Source: an optimization exercise on an open RTL-to-GDS flow (aim: small area and a short achievable clock period). Production flows keep margins and buffers that such runs may drop.
No run shown here included a check of the RTL's function; only the layout flow was run.

==> flow/design.v (outline; a module is shown in full before it is edited, if it fits) <==
// module dds_sine: 43 lines
// module dds_sine_rom: 2187 lines
// module dds_g_a211oi_1: 3 lines
// module dds_g_a21oi_1: 3 lines
// module dds_g_a221oi_1: 3 lines
// module dds_g_a221oi_2: 3 lines
// module dds_g_a22oi_1: 3 lines
// module dds_g_a31o_1: 3 lines
// module dds_g_a31oi_1: 3 lines
// module dds_g_a32oi_1: 3 lines
// module dds_g_buf_2: 3 lines
// module dds_g_buf_6: 3 lines
// module dds_g_clkbuf_1: 3 lines
// module dds_g_inv_1: 3 lines
// module dds_g_inv_2: 3 lines
// module dds_g_inv_4: 3 lines
// module dds_g_inv_6: 3 lines
// module dds_g_inv_8: 3 lines
// module dds_g_lpflow_clkbufkapwr_1: 3 lines
// module dds_g_lpflow_clkinvkapwr_1: 3 lines
// module dds_g_nand2_1: 3 lines
// module dds_g_nand2_2: 3 lines
// module dds_g_nand2_4: 3 lines
// module dds_g_nand3_1: 3 lines
// module dds_g_nand3b_1: 3 lines
// module dds_g_nand4_1: 3 lines
// module dds_g_nor2_1: 3 lines
// module dds_g_nor2_2: 3 lines
// module dds_g_nor2_4: 3 lines
// module dds_g_nor3_1: 3 lines
// module dds_g_o2111ai_1: 3 lines
// module dds_g_o211ai_1: 3 lines
// module dds_g_o211ai_2: 3 lines
// module dds_g_o21a_1: 3 lines
// module dds_g_o21ai_0: 3 lines
// module dds_g_o21ai_1: 3 lines
// module dds_g_o21ai_2: 3 lines
// module dds_g_o221ai_1: 3 lines
// module dds_g_o22ai_1: 3 lines
// module dds_g_o311ai_0: 3 lines
// module dds_g_o311ai_1: 3 lines
// module dds_g_o31ai_1: 3 lines
// module dds_g_o32ai_1: 3 lines
// module dds_g_xnor2_2: 3 lines
// module dds_fir_gen: 1639 lines
// module dds_fa: 4 lines
// module dds_ha: 4 lines
module dds_fir_gen (
   input  logic        aclk_0,
   input  logic        aresetn_0,
   input  logic [31:0] pinc_0,
   output logic [31:0] m_axis_data_tdata_0,
   output logic        M_AXIS_DATA_0_tvalid
);
  // ...
==> flow/run.sh <==
#!/bin/bash
# synth_recipe.tcl (not shown) runs the flow's synth.tcl, then flattens the netlist and writes it again
# the make line also repeats each setting of config.mk as NAME=value (left out here)
make -C /OpenROAD-flow-scripts/flow DESIGN_CONFIG=/design/flow/config.mk WORK_HOME=/design/flow/orfs CLKGATE_MAP_FILE= SYNTH_SCRIPT=/design/flow/synth_recipe.tcl finish
==> flow/config.mk <==
export PLATFORM = sky130hd
export DESIGN_NAME = dds_fir_gen
export DESIGN_NICKNAME = dds_fir_gen
export VERILOG_FILES = /design/flow/design.v
export SDC_FILE = /design/flow/constraint.sdc
export NUM_CORES = 4
export LEC_CHECK = 0
export CAP_MARGIN = 20
export CORE_MARGIN = 2
export CORE_UTILIZATION = 40
export SETUP_SLACK_MARGIN = 4.5
export SLEW_MARGIN = 20
export SYNTH_HIERARCHICAL = 1
==> flow/constraint.sdc <==
create_clock -name core_clock -period 8.0 [get_ports {aclk_0}]
set_input_delay 1.6000 -clock core_clock [delete_from_list [all_inputs] [get_ports {aclk_0}]]
set_output_delay 1.6000 -clock core_clock [all_outputs]
set_load 0.01 [all_outputs]
==> qor.yml, run 1 <==
outcome:
  outcome: "timing/DRC/antenna clean"
synthesis:
  synth_top_family_by_area: "adder cells"
  synth-main-ff-cell: "dfxtp_1"
  syn_inst: 1999
  yosysTopAreaCellShare_pct: 35.09
cells_and_area:
  multi_input_area_share_pct: 53.99
  inv_count: 176
  final_common_cell: "fa_1"
setup_path:
  cp-end-kind: "flip-flop"
  critPathLaunchType: "flip-flop"
  crit_path_frequent_cell: "fa_1"
  slowest_delay_ns: 0.53
detailed_routing:
  ant_nets: 0
placement:
  placed_area_um2: 26470
  preCtsSetupSlack_ns: 4.107
clock_network:
  path_clk_slew_ns: 0.06
  numCtsBuffers: 48
  cts_resized: 79
die:
  die_area_um2: 64630
  core_um2: 61830
timing:
  min_period_ns: 3.604
min_path:
  min_from: "dl_q[9][0]$_DFF_P_"
==> run 2: changes to the inputs <==
--- a/flow/config.mk
+++ b/flow/config.mk
@@ -9,3 +9,5 @@
 export CORE_MARGIN = 2
-export CORE_UTILIZATION = 40
+export CORE_UTILIZATION = 55
+export CTS_BUF_LIST = sky130_fd_sc_hd__clkbuf_4 sky130_fd_sc_hd__clkbuf_8
+export CTS_CLUSTER_SIZE = 30
 export SETUP_SLACK_MARGIN = 4.5
==> run 2 against run 1 <==
  * Global-route usage increased by 8.1 points
  * Clock-buffer cell count grew 36
  * Setup slack improved by 0.12 ns
  * Critical endpoint is now y_q[21]$_DFF_PN0_
  * Highest routed layer unchanged
==> qor.yml, run 2 <==
cells_and_area:
  area_delta_synth_final_pct: 13.16  # was 14.97%
  final_layout_size_suffix_gt1_share_pct: 16.78  # was 16.24%
  final_cell_mix: "fa_1, dfxtp_1, inv_1"  # unchanged
  largest_reg_flops: 208  # unchanged
  final_nets: 2687  # was 2669
  finalInstanceArea_um2: 28340  # was 28790 um^2
  diodes: 0  # was 1
  final_common_cell: "fa_1"  # unchanged
  stdcell_count: 2775  # was 2981
  largestRegisters: "dl_q (208), cs2_q (47), cs1_q (45)"  # unchanged
  regMostFlops: "dl_q"  # unchanged
synthesis:
  yosysTopAreaCell: "fa_1"  # unchanged
  synth_common_cells: "fa_1, dfxtp_1, inv_1, nand2_1, nor2_1"  # unchanged
  synth_edf_count: 0  # unchanged
  yosys-top-cells-area: "fa_1, dfxtp_1, dfrtp_1, ha_1, inv_1"  # unchanged
  synth_most_common_cell: "fa_1"  # unchanged
  ys_types: 71  # unchanged
  synth.avg_cell_area_um2: 12.53  # unchanged
  synth-seq-cells: 426  # unchanged
  ys_seq_area_share_pct: 35.33  # unchanged
  ys_async_sr_fraction_pct: 15.02  # unchanged
  ys_warn_count: 9  # unchanged
  syn_inst: 1999  # unchanged
  synthesis.area_um2: 25040  # unchanged
  yosysTopAreaCellShare_pct: 35.09  # unchanged
  synth-main-ff-cell: "dfxtp_1"  # unchanged
outcome:
  outcome: "timing/DRC/antenna clean"  # unchanged
timing:
  rsz0062_at_grt: "yes"  # unchanged
  holdWs_ns: 0.3057  # was 0.3241 ns
  hold_viol_final: 0  # unchanged
  setup-tns-final_ns: 0  # unchanged
  finalCritPeriodShare_pct: 43.56  # was 45.06%
  finalMaxSlewViolations: 0  # unchanged
  setup_violations: 0  # unchanged
  fmax_mhz: 287.0  # was 277.4 MHz
  finClkSkew_ns: 0.02950  # was 0.02990 ns
  worst_pin_slew_ns: 1.043  # was 1.020 ns
  min_period_ns: 3.485  # was 3.604 ns
  slew_headroom_pct: 30.38  # was 31.94%
  worst_slack_ns: 4.515  # was 4.396 ns
placement:
  preCtsSetupSlack_ns: 4.017  # was 4.107 ns
  placed_area_um2: 26190  # was 26470 um^2
  gp_congestion: 0.9894  # was 0.9507
  portBuffers: 59  # unchanged
  dpl.cell_count: 2634  # was 2869
  post-dp-hpwl_um: 50420  # was 50870 um
die:
  ios: 67  # unchanged
  fp-row-count: 78  # was 91
  die_x_um: 217.4  # was 254.2 um
  die_area_um2: 47260  # was 64630 um^2
  die_h_um: 217.4  # was 254.2 um
  start_util_pct: 55.42  # was 40.51%
  core_um2: 45190  # was 61830 um^2
global_routing:
  grt_use_total_pct: 29.30  # was 21.20%
  antenna_found_initial: 0  # was 1
  grt_max_degree: 65  # unchanged
  overflow: 0  # unchanged
  grt_pass1_vias: 17410  # was 17000
  grt_first_pass_wirelength_um: 102500  # was 103000 um
setup_path:
  critPathLaunchType: "flip-flop"  # unchanged
  cp_cell_sequence: "fa_2 > fa_1 > fa_1 > ha_4 > and3_4 > and4_4 > a32oi_4 > o311a_1 > o41ai_2 > xnor2_1"  # was fa_2 > fa_1 > fa_1 > ha_4 > and3_4 > buf_4 > o211ai_1 > o21ba_4 > a211o_1 > and3_1 > a311oi_2
  critPathRequiredTime_ns: 8.57  # was 8.47 ns
  slowest_delay_ns: 0.50  # was 0.53 ns
  worstSetupPathType: "flip-flop to flip-flop"  # unchanged
  cp-end-kind: "flip-flop"  # unchanged
  rrSetupSlack_ns: 4.52  # was 4.40 ns
  cp.arrival_ns: 4.05  # was 4.08 ns
  crit_path_frequent_cell: "fa_1"  # unchanged
  crit_path_max_fanout: 5  # unchanged
  slowest_stage: "fa_1"  # unchanged
detailed_routing:
  vias: 15710  # was 15480
  dr.pass1.iters: 6  # was 7
  wl_um: 65030  # was 65440 um
  vias_per_cell: 5.663  # was 5.193
  ant_nets: 0  # unchanged
  drtIter0Drc: 1344  # was 1073
  drcViolationCount: 0  # unchanged
  drt-wirelength-per-cell_um: 23.43  # was 21.95 um
clock_network:
  cts_buffer_depth: 3  # unchanged
  clock-sinks: 426  # unchanged
  numCtsBuffers: 71  # was 48
  cts.htree.levels: 3  # was 2
  clk_latency_ns: 0.66  # was 0.60 ns
  cts_tree: "built"  # unchanged
  path_clk_slew_ns: 0.06  # about the same
  cts.root.buffer_cell: "clkbuf_8"  # was clkbuf_16
flow_run:
  maxCapViolations: 0  # unchanged
min_path:
  hold_path_class: "flip-flop to flip-flop"  # unchanged
## run 2: logic make-up (layout without fill, tap and decap cells)
family	Yosys count	count (layout)	share of synthesized area, %
compound gates	366	366	11.52
simple gates	376	376	6.745
buf+inv	222	392	3.987
other cells	1	7	0.01497
mux	1	1	0.03997
fa+ha+maj	532	532	39.74
xor+xnor	75	75	2.623
flops	426	426	35.33
## run 2: timing repair
item | CTS | global route
pin swaps | 16 | 13
setup buffers | 12 | 2
gates cloned | 0 | 0
hold endpoints to repair | 0 | 0
resized for setup | 69 | 33
setup endpoints to repair | 57 | 25
hold buffers | 0 | 0
## run 2: modules after synthesis (local to each module, per instance), excerpt
module / cells inside / flops+latches
dds_g_inv_8: 1 / 0
dds_g_nand3_1: 1 / 0
dds_g_nand3b_1: 1 / 0
dds_g_inv_1: 1 / 0
dds_g_nor2_4: 1 / 0
dds_g_a22oi_1: 1 / 0
dds_g_o311ai_0: 1 / 0
dds_g_buf_6: 1 / 0
dds_g_inv_4: 1 / 0
dds_g_a21oi_1: 1 / 0
dds_g_clkbuf_1: 1 / 0
dds_g_inv_6: 1 / 0
dds_g_o221ai_1: 1 / 0
dds_g_buf_2: 1 / 0
dds_g_o211ai_2: 1 / 0
## run 2: stage by stage
stage	utilization [%]
detailed placement	57.96
finish	62.72
floorplan	-
global route	62.72
global placement	57.96
CTS	62.40
## run 2: final cells by class
cell class | instances | area (um^2)
tap | 600 | 750.7
multi-input combinational | 1357 | 15460
timing repair buffer | 89 | 814.5
inverter | 176 | 660.6
clock buffer | 100 | 1314
sequential | 426 | 8944
fill | 3489 | 16840
clock inverter | 27 | 395.4
## run 2: critical path: cells and delay by family, from the launching register on
kind	cells	cell delay [ns]
simple gates	2	0.40
flops	1	0.38
xor+xnor	1	0.16
compound gates	3	0.80
fa+ha+maj	4	1.63
## run 2: layer usage
metal	GRT usage [%]	routed length, um
met4	12.19	2771
met2	44.49	29790
met1	40.60	27590
met3	7.212	4877
met5	0	0
## run 2: worst paths after layout
kind / start / endpoint / depth (start not counted)
worst min-delay path: dl_q[9][3]$_DFF_P_ / dl_q[10][3]$_DFF_P_ / 0
worst max-delay path: dl_q[11][2]$_DFF_P_ / y_q[21]$_DFF_PN0_ / 10
max in group asynchronous: aresetn_0 / y_q[19]$_DFF_PN0_ / 2
worst min register to register: dl_q[9][3]$_DFF_P_ / dl_q[10][3]$_DFF_P_ / 0
worst max register to register: dl_q[11][2]$_DFF_P_ / y_q[21]$_DFF_PN0_ / 10
min in group asynchronous: aresetn_0 / y_q[14]$_DFF_PN0_ / 2

[afterwards: timing with drivers on the ports]
Ports are ideal in the flow. The routed layouts listed here were re-timed in OpenROAD.
Step 1 assumes that a clkbuf_16 drives the clock port and a buf_2 every other input.
Step 2 also shifts input and output timing later by t, the mid clock arrival at the registers, as if the neighbouring blocks saw the same clock.
Slacks: ideal ports / drivers / drivers and shift; pairs: ideal ports / drivers.
run	t, ns	setup WS [ns]	hold WS [ns]	worst data-port slew with drivers (ns)	cell pins on the clock port's net
run 1	0.646	4.396 / 4.396 / 4.094	0.324 / 0.324 / 0.324	0.07	1
run 2	0.704	4.515 / 4.515 / 4.139	0.306 / 0.306 / 0.306	0.05	1
After both steps every run listed still meets setup and hold. The setup slack of run 2, which loses most, moves by 0.000 ns with the drivers and by -0.376 ns with both steps.
